What follows belongs to an exercise in optimizing a design on an open flow for a short achievable clock period and few clock cycles; a production flow would make more cautious choices.
Function was checked by simulation only, so behaviour that the tests miss may differ from the original.
Power figures rest on the tool's default switching activity, not on a simulated workload.

<file path="flow/constraint.sdc">
create_clock -name core_clock -period 9.0 [get_ports {clk}]
set_input_delay 1.8000 -clock core_clock [delete_from_list [all_inputs] [get_ports {clk}]]
set_output_delay 1.8000 -clock core_clock [all_outputs]
set_load 0.01 [all_outputs]
</file>
<file path="flow/design.v">
package mc_data_path_pkg;
    typedef enum logic [2:0] {
        ST_BOOT,
        ST_FETCH,
        ST_DECODE,
        ST_EXEC,
        ST_MEM,
        ST_WB
    } state_t;
    localparam logic [6:0] OP_R      = 7'b0110011;
    localparam logic [6:0] OP_I      = 7'b0010011;
    localparam logic [6:0] OP_LOAD   = 7'b0000011;
    localparam logic [6:0] OP_STORE  = 7'b0100011;
    localparam logic [6:0] OP_BRANCH = 7'b1100011;
    localparam logic [3:0] ALU_AND  = 4'b0000;
    localparam logic [3:0] ALU_OR   = 4'b0001;
    localparam logic [3:0] ALU_ADD  = 4'b0010;
    localparam logic [3:0] ALU_XOR  = 4'b0011;
    localparam logic [3:0] ALU_SLL  = 4'b0100;
    localparam logic [3:0] ALU_SRL  = 4'b0101;
    localparam logic [3:0] ALU_SUB  = 4'b0110;
    localparam logic [3:0] ALU_SLT  = 4'b0111;
    localparam logic [3:0] ALU_SRA  = 4'b1000;
    localparam logic [3:0] ALU_SLTU = 4'b1001;
    localparam logic [3:0] ALU_NOR  = 4'b1100;
    function automatic logic [31:0] alu_32(input logic [31:0] a,
                                           input logic [31:0] b,
                                           input logic [3:0]  cc);
        logic [31:0] y;
        case (cc)
            ALU_AND:  y = a & b;
            ALU_OR:   y = a | b;
            ALU_ADD:  y = a + b;
            ALU_XOR:  y = a ^ b;
            ALU_SLL:  y = a << b[4:0];
            ALU_SRL:  y = a >> b[4:0];
            ALU_SUB:  y = a - b;
            ALU_SLT:  y = {31'b0, $signed(a) < $signed(b)};
            ALU_SRA:  y = $signed(a) >>> b[4:0];
            ALU_SLTU: y = {31'b0, a < b};
            ALU_NOR:  y = ~(a | b);
            default:  y = '0;
        endcase
        alu_32 = y;
    endfunction
    function automatic logic [31:0] imm_gen(input logic [31:0] ins);
        logic [31:0] imm;
        case (ins[6:0])
            OP_I, OP_LOAD: imm = {{20{ins[31]}}, ins[31:20]};
            OP_STORE:      imm = {{20{ins[31]}}, ins[31:25], ins[11:7]};
            OP_BRANCH:     imm = {{19{ins[31]}}, ins[31], ins[7], ins[30:25], ins[11:8], 1'b0};
            default:       imm = '0;
        endcase
        imm_gen = imm;
    endfunction
endpackage
module mc_regfile #(
    parameter int DATA_W     = 32,
    parameter int RF_ADDRESS = 5
) (
    input  logic                  clk,
    input  logic                  rst_n,
    input  logic                  we,
    input  logic [RF_ADDRESS-1:0] waddr,
    input  logic [DATA_W-1:0]     wdata,
    input  logic [RF_ADDRESS-1:0] raddr1,
    output logic [DATA_W-1:0]     rdata1,
    input  logic [RF_ADDRESS-1:0] raddr2,
    output logic [DATA_W-1:0]     rdata2
);
    localparam int NREG = 2 ** RF_ADDRESS;
    logic [DATA_W-1:0] regs_q [NREG];
    always_ff @(posedge clk or negedge rst_n) begin
        if (!rst_n) begin
            for (int i = 0; i < NREG; i++) begin
                regs_q[i] <= '0;
            end
        end else if (we && (waddr != '0)) begin
            regs_q[waddr] <= wdata;
        end
    end
    assign rdata1 = (raddr1 == '0) ? '0 : regs_q[raddr1];
    assign rdata2 = (raddr2 == '0) ? '0 : regs_q[raddr2];
endmodule
module mc_data_path #(
    parameter int              PC_W       = 10,
    parameter int              INS_W      = 32,
    parameter int              DATA_W     = 32,
    parameter int              RF_ADDRESS = 5,
    parameter int              DM_ADDRESS = 9,
    parameter int              ALU_CC_W   = 4,
    parameter logic [PC_W-1:0] RESET_PC   = '0
) (
    input  logic                  clk,
    input  logic                  reset,
    input  logic                  reg_write,
    input  logic                  mem2reg,
    input  logic                  alu_src,
    input  logic                  mem_write,
    input  logic                  mem_read,
    input  logic                  branch,
    input  logic [ALU_CC_W-1:0]   alu_cc,
    output logic                  imem_req,
    output logic [PC_W-1:0]       imem_addr,
    input  logic [INS_W-1:0]      imem_rdata,
    input  logic                  imem_valid,
    output logic                  dmem_req,
    output logic                  dmem_we,
    output logic [DM_ADDRESS-1:0] dmem_addr,
    output logic [DATA_W-1:0]     dmem_wdata,
    input  logic [DATA_W-1:0]     dmem_rdata,
    input  logic                  dmem_valid,
    output logic [6:0]            opcode,
    output logic [6:0]            funct7,
    output logic [2:0]            funct3,
    output logic [DATA_W-1:0]     alu_result,
    output logic [PC_W-1:0]       pc,
    output logic                  retire
);
    mc_data_path_pkg::state_t            state_q, state_d;
    logic [PC_W-1:0]   pc_q, pc_d;
    logic [INS_W-1:0]  ir_q, ir_d;
    logic [DATA_W-1:0] a_q, a_d, b_q, b_d, imm_q, imm_d;
    logic [DATA_W-1:0] aluout_q, aluout_d, mdr_q, mdr_d;
    logic              z_q, z_d;
    logic [DATA_W-1:0] rs1_data, rs2_data, alu_y, rf_wdata;
    logic              alu_zero, rf_we, take_branch;
    mc_regfile #(.DATA_W(DATA_W), .RF_ADDRESS(RF_ADDRESS)) u_rf (
        .clk    (clk),
        .rst_n  (reset),
        .we     (rf_we),
        .waddr  (ir_q[7 +: RF_ADDRESS]),
        .wdata  (rf_wdata),
        .raddr1 (ir_q[15 +: RF_ADDRESS]),
        .rdata1 (rs1_data),
        .raddr2 (ir_q[20 +: RF_ADDRESS]),
        .rdata2 (rs2_data)
    );
    assign alu_y    = mc_data_path_pkg::alu_32(a_q, alu_src ? imm_q : b_q, alu_cc);
    assign alu_zero = (alu_y == '0);
    assign rf_wdata = mem2reg ? mdr_q : aluout_q;
    assign take_branch = branch & ((state_q == mc_data_path_pkg::ST_EXEC) ? alu_zero : z_q);
    always_comb begin
        state_d  = state_q;
        pc_d     = pc_q;
        ir_d     = ir_q;
        a_d      = a_q;
        b_d      = b_q;
        imm_d    = imm_q;
        aluout_d = aluout_q;
        z_d      = z_q;
        mdr_d    = mdr_q;
        retire   = 1'b0;
        rf_we    = 1'b0;
        case (state_q)
            mc_data_path_pkg::ST_BOOT:  state_d = mc_data_path_pkg::ST_FETCH;
            mc_data_path_pkg::ST_FETCH: begin
                if (imem_valid) begin
                    ir_d    = imem_rdata;
                    state_d = mc_data_path_pkg::ST_DECODE;
                end
            end
            mc_data_path_pkg::ST_DECODE: begin
                a_d     = rs1_data;
                b_d     = rs2_data;
                imm_d   = mc_data_path_pkg::imm_gen(ir_q);
                state_d = mc_data_path_pkg::ST_EXEC;
            end
            mc_data_path_pkg::ST_EXEC: begin
                aluout_d = alu_y;
                z_d      = alu_zero;
                if (mem_read | mem_write) begin
                    state_d = mc_data_path_pkg::ST_MEM;
                end else if (reg_write) begin
                    state_d = mc_data_path_pkg::ST_WB;
                end else begin
                    state_d = mc_data_path_pkg::ST_FETCH;
                    retire  = 1'b1;
                end
            end
            mc_data_path_pkg::ST_MEM: begin
                if (dmem_valid) begin
                    if (mem_write) begin
                        state_d = mc_data_path_pkg::ST_FETCH;
                        retire  = 1'b1;
                    end else begin
                        mdr_d   = dmem_rdata;
                        state_d = mc_data_path_pkg::ST_WB;
                    end
                end
            end
            mc_data_path_pkg::ST_WB: begin
                rf_we   = reg_write;
                state_d = mc_data_path_pkg::ST_FETCH;
                retire  = 1'b1;
            end
            default: state_d = mc_data_path_pkg::ST_BOOT;
        endcase
        if (retire) begin
            pc_d = take_branch ? pc_q + imm_q[PC_W-1:0] : pc_q + PC_W'(4);
        end
    end
    always_ff @(posedge clk or negedge reset) begin
        if (!reset) begin
            state_q  <= mc_data_path_pkg::ST_BOOT;
            pc_q     <= RESET_PC;
            ir_q     <= '0;
            a_q      <= '0;
            b_q      <= '0;
            imm_q    <= '0;
            aluout_q <= '0;
            z_q      <= 1'b0;
            mdr_q    <= '0;
        end else begin
            state_q  <= state_d;
            pc_q     <= pc_d;
            ir_q     <= ir_d;
            a_q      <= a_d;
            b_q      <= b_d;
            imm_q    <= imm_d;
            aluout_q <= aluout_d;
            z_q      <= z_d;
            mdr_q    <= mdr_d;
        end
    end
    assign imem_req   = (state_q == mc_data_path_pkg::ST_FETCH);
    assign imem_addr  = pc_q;
    assign dmem_req   = (state_q == mc_data_path_pkg::ST_MEM);
    assign dmem_we    = dmem_req & mem_write;
    assign dmem_addr  = aluout_q[DM_ADDRESS-1:0];
    assign dmem_wdata = b_q;
    assign opcode     = ir_q[6:0];
    assign funct7     = ir_q[31:25];
    assign funct3     = ir_q[14:12];
    assign alu_result = aluout_q;
    assign pc         = pc_q;
endmodule
</file>
<file path="flow/config.mk">
export PLATFORM = sky130hd
export DESIGN_NAME = mc_data_path
export DESIGN_NICKNAME = mc_data_path
export VERILOG_FILES = /design/flow/design.v
export SDC_FILE = /design/flow/constraint.sdc
export NUM_CORES = 4
export LEC_CHECK = 0
export CAP_MARGIN = 20
export CORE_MARGIN = 2
export CORE_UTILIZATION = 40
export SLEW_MARGIN = 20
</file>
<file path="flow/run.sh">
#!/bin/bash
# synth_recipe.tcl (not shown) runs the flow's synth.tcl, then flattens the netlist and writes it again
# the make line also repeats each setting of config.mk as NAME=value (left out here)
make -C /OpenROAD-flow-scripts/flow DESIGN_CONFIG=/design/flow/config.mk WORK_HOME=/design/flow/orfs CLKGATE_MAP_FILE= SYNTH_SCRIPT=/design/flow/synth_recipe.tcl finish
</file>
==> results.ini <==
[cts]
insertion_delay_ns=0.81
cts_setup_buffers=0
cts_root_buf=clkbuf_16
clock-sinks=1179
clkTransAtPathRegs_ns=0.06
postCtsHoldBufs=0
htreeDepth=4
ctsResizeCount=0
clock_path_buffers=3
cts_made_buffers=132
cts_tree=built

[floorplanning]
die_area_um2=165000
rows=147
pin_count=192
core_um2=161000
start_util=0.403
die_w_um=406
die_h_um=406

[route]
drc_errors=0
ant_nets=0
vias_per_cell=7.03
wl_per_cell_um=37.2
wl_um=347000
drt_iter0_drc=12100
drtPass1Iterations=13
vias=65600

[timing]
max-slew-margin-rel=0.130
setup_violations=0
rsz0062_at_grt=no
tightest_slew_ns=1.30
fin_crit_ns=7.66
skew_ns=0.0424
timing.fmax_ghz=0.131
hold_viol=0
fin_setup_tns_ns=0
slew_viol_final=0
min_period_over_period=0.851
whs_ns=0.493

[critical_path]
startpoint=alu_src
reg2reg_from=b_q[0]
end_kind=flop
crit_arrival_ns=8.34
start_kind=input pin
path_max_fanout=11
critical_path_class=in2reg
worstPathRequired_ns=9.68

[placed_design]
hpwl_um=211000
place_inst=9074
io_buffers=191
gp_congestion=1.06
placed_area_um2=69200

[global_routing]
grtUsageTotal=0.412
antenna_found_initial=20
grt_pass1_vias=61800
grt_pass1_wl_um=482000
gr-total-overflow=0
grt_max_degree=161

[synth]
ys_types=94
synth_flop_cell=dfrtp_1
yosys.area.top_type_share=0.456
netlist_area_um2=64700
synthArstFlopShare=1.00
ys_seq_area_frac=0.456
synth_top_area_cell=dfrtp_1
synth_edf_count=0
synth_fp_nets=7390
ys_seq_elements=1179
synth.avg_cell_area_um2=8.99
yosys-top-cells-area=dfrtp_1 (46%), o21ai_0 (8.4%), nand2_1 (6.6%)
syn_inst=7190
yosysWarningCount=3

[pwr]
seq_power_share=0.313
p_int_w=0.0127
pwr-share-clk=0.237
power_leakage_nw=30.8
power.switching_w=0.0114
total_power_w=0.0241
ir_drop_v=0.000192
pwr-share-comb=0.450
switching_share=0.473
p_per_area_nw_per_um2=326

[final_layout]
fin_cells=9324
nets=7250
areaGrowthSynthToFinish_pct=14.2
drive_gt1_frac=0.105
finalInstanceArea_um2=73800

[flow_run]
maxCapViolCount=0

[status]
status=timing/DRC/antenna clean

[worst_hold_path]
worstHoldStart=u_rf.regs_q[1][31]
hp-class=reg2reg

## path summary, 6_finish.rpt
kind	end	cells after the start	slack, ns
min in group asynchronous	u_rf.regs_q[6][7]	1	0.94
setup / recovery	pc_q[9]	17	1.34
hold / removal	u_rf.regs_q[1][31]	2	0.49
max in group asynchronous	u_rf.regs_q[28][25]	3	5.90
hold reg to reg	u_rf.regs_q[1][31]	2	0.49
setup reg to reg	pc_q[9]	17	2.73
## power by group through the flow
stage,registers (W),clock network (W),logic [W]
floorplan,0.00696,0,0.00580
global placement,0.00754,0,0.0102
detailed placement,0.00756,0,0.0102
CTS,0.00748,0.00574,0.0103
global route,0.00762,0.00595,0.0111
finish,0.00755,0.00572,0.0108
## layout make-up
cell class	instances	area (um^2)
antenna	10	25.0
fill	15300	86700
multi-input combinational	5209	32900
timing repair buffer	411	3730
tap	2160	2700
clock inverter	65	771
inverter	117	444
sequential	1179	29500
clock buffer	173	3760
## per-layer routing
| layer | share of wire | track usage | wire length [um] |
|---|---|---|---|
| met5 | 0.0015 | 0.0110 | 525 |
| met4 | 0.076 | 0.257 | 26400 |
| met3 | 0.14 | 0.166 | 50100 |
| met2 | 0.42 | 0.597 | 146000 |
| met1 | 0.36 | 0.509 | 124000 |
## through the flow
stage | util | worst slack [ns]
2_1_floorplan | - | 2.35
3_3_place_gp | 0.431 | 0.692
3_5_place_dp | 0.431 | 0.668
4_1_cts | 0.459 | 1.49
5_1_grt | 0.460 | 1.07
6_report | 0.460 | 1.34
## synth_stat cells, types with 119 or more instances
cell and number:
mux2i_1 130, dfrtp_1 1179, a21oi_1 327, nand4_1 161, nor2_1 356, clkbuf_1 586, ha_1 119, o21ai_0 1085
nand3_1 137, a221oi_1 273, a22oi_1 381, nand2_1 1132, a22o_1 275
## critical path, stage by stage
cell and delay (ns):
clkdlybuf4s50_1 0.46, buf_4 0.28, buf_4 0.29, mux2i_4 0.34, ha_1 0.32, o21ba_1 0.22, or4_1 0.53, a211oi_1 0.91
nor3_1 0.13, mux2_2 0.27, nand4b_1 0.13, nor3_1 0.98, nand4_1 0.45, nor4_1 0.39, nand3_1 0.45, mux2i_1 0.28
o21ai_1 0.09
## kinds of logic after synthesis
group / after synthesis / synth area share
AO/OA/AOI/OAI: 2718 / 0.277
XOR/XNOR: 31 / 0.00420
adder cells (fa/ha/maj): 122 / 0.0240
buffers and inverters: 802 / 0.0505
flip-flops: 1179 / 0.456
multiplexers: 245 / 0.0459
AND/OR/NAND/NOR: 2093 / 0.142
## state kept, by name, summed over array words and instances (netlist names)
| register | count |
|---|---|
| a_q | 32 |
| aluout_q | 32 |
| b_q | 32 |
| imm_q | 13 |
| ir_q | 32 |
| mdr_q | 32 |
| pc_q | 10 |
| state_q | 3 |
| u_rf.regs_q | 992 |
| z_q | 1 |
## placed cells by master (no fill, tap or decap), types with 188 or more instances in the layout
master           instances
nand2_1               1111
clkdlybuf4s50_1        188
a221oi_1               273
dfrtp_1               1179
nor2_1                 288
a21oi_1                327
o21ai_0               1084
a22oi_1                381
buf_4                  211
a22o_1                 275
Testbench counts, summed over its fixed seeds: cycles 103,271.

re-timing with driven ports:
Ports are ideal in the flow. The routed layout listed here was re-timed in OpenROAD. Step 1 assumes that a clkbuf_16 drives the clock port and a buf_2 every other input. Step 2, shift: input delay + t, output delay - t, t = (earliest + latest rising clock arrival at the registers) / 2. This alone moves slack from input paths to output paths. a / b / c = ideal / step 1 / step 2; a / b = the first two.
t, ns: 0.877
setup WS [ns]: 1.339 / 1.397 / 0.520
hold WS [ns]: 0.493 / 0.493 / 0.493
worst setup path after step 2: input to register
After both steps this run still meets setup and hold. For this run, drivers alone change the setup slack by +0.058 ns; drivers and shift together by -0.819 ns.
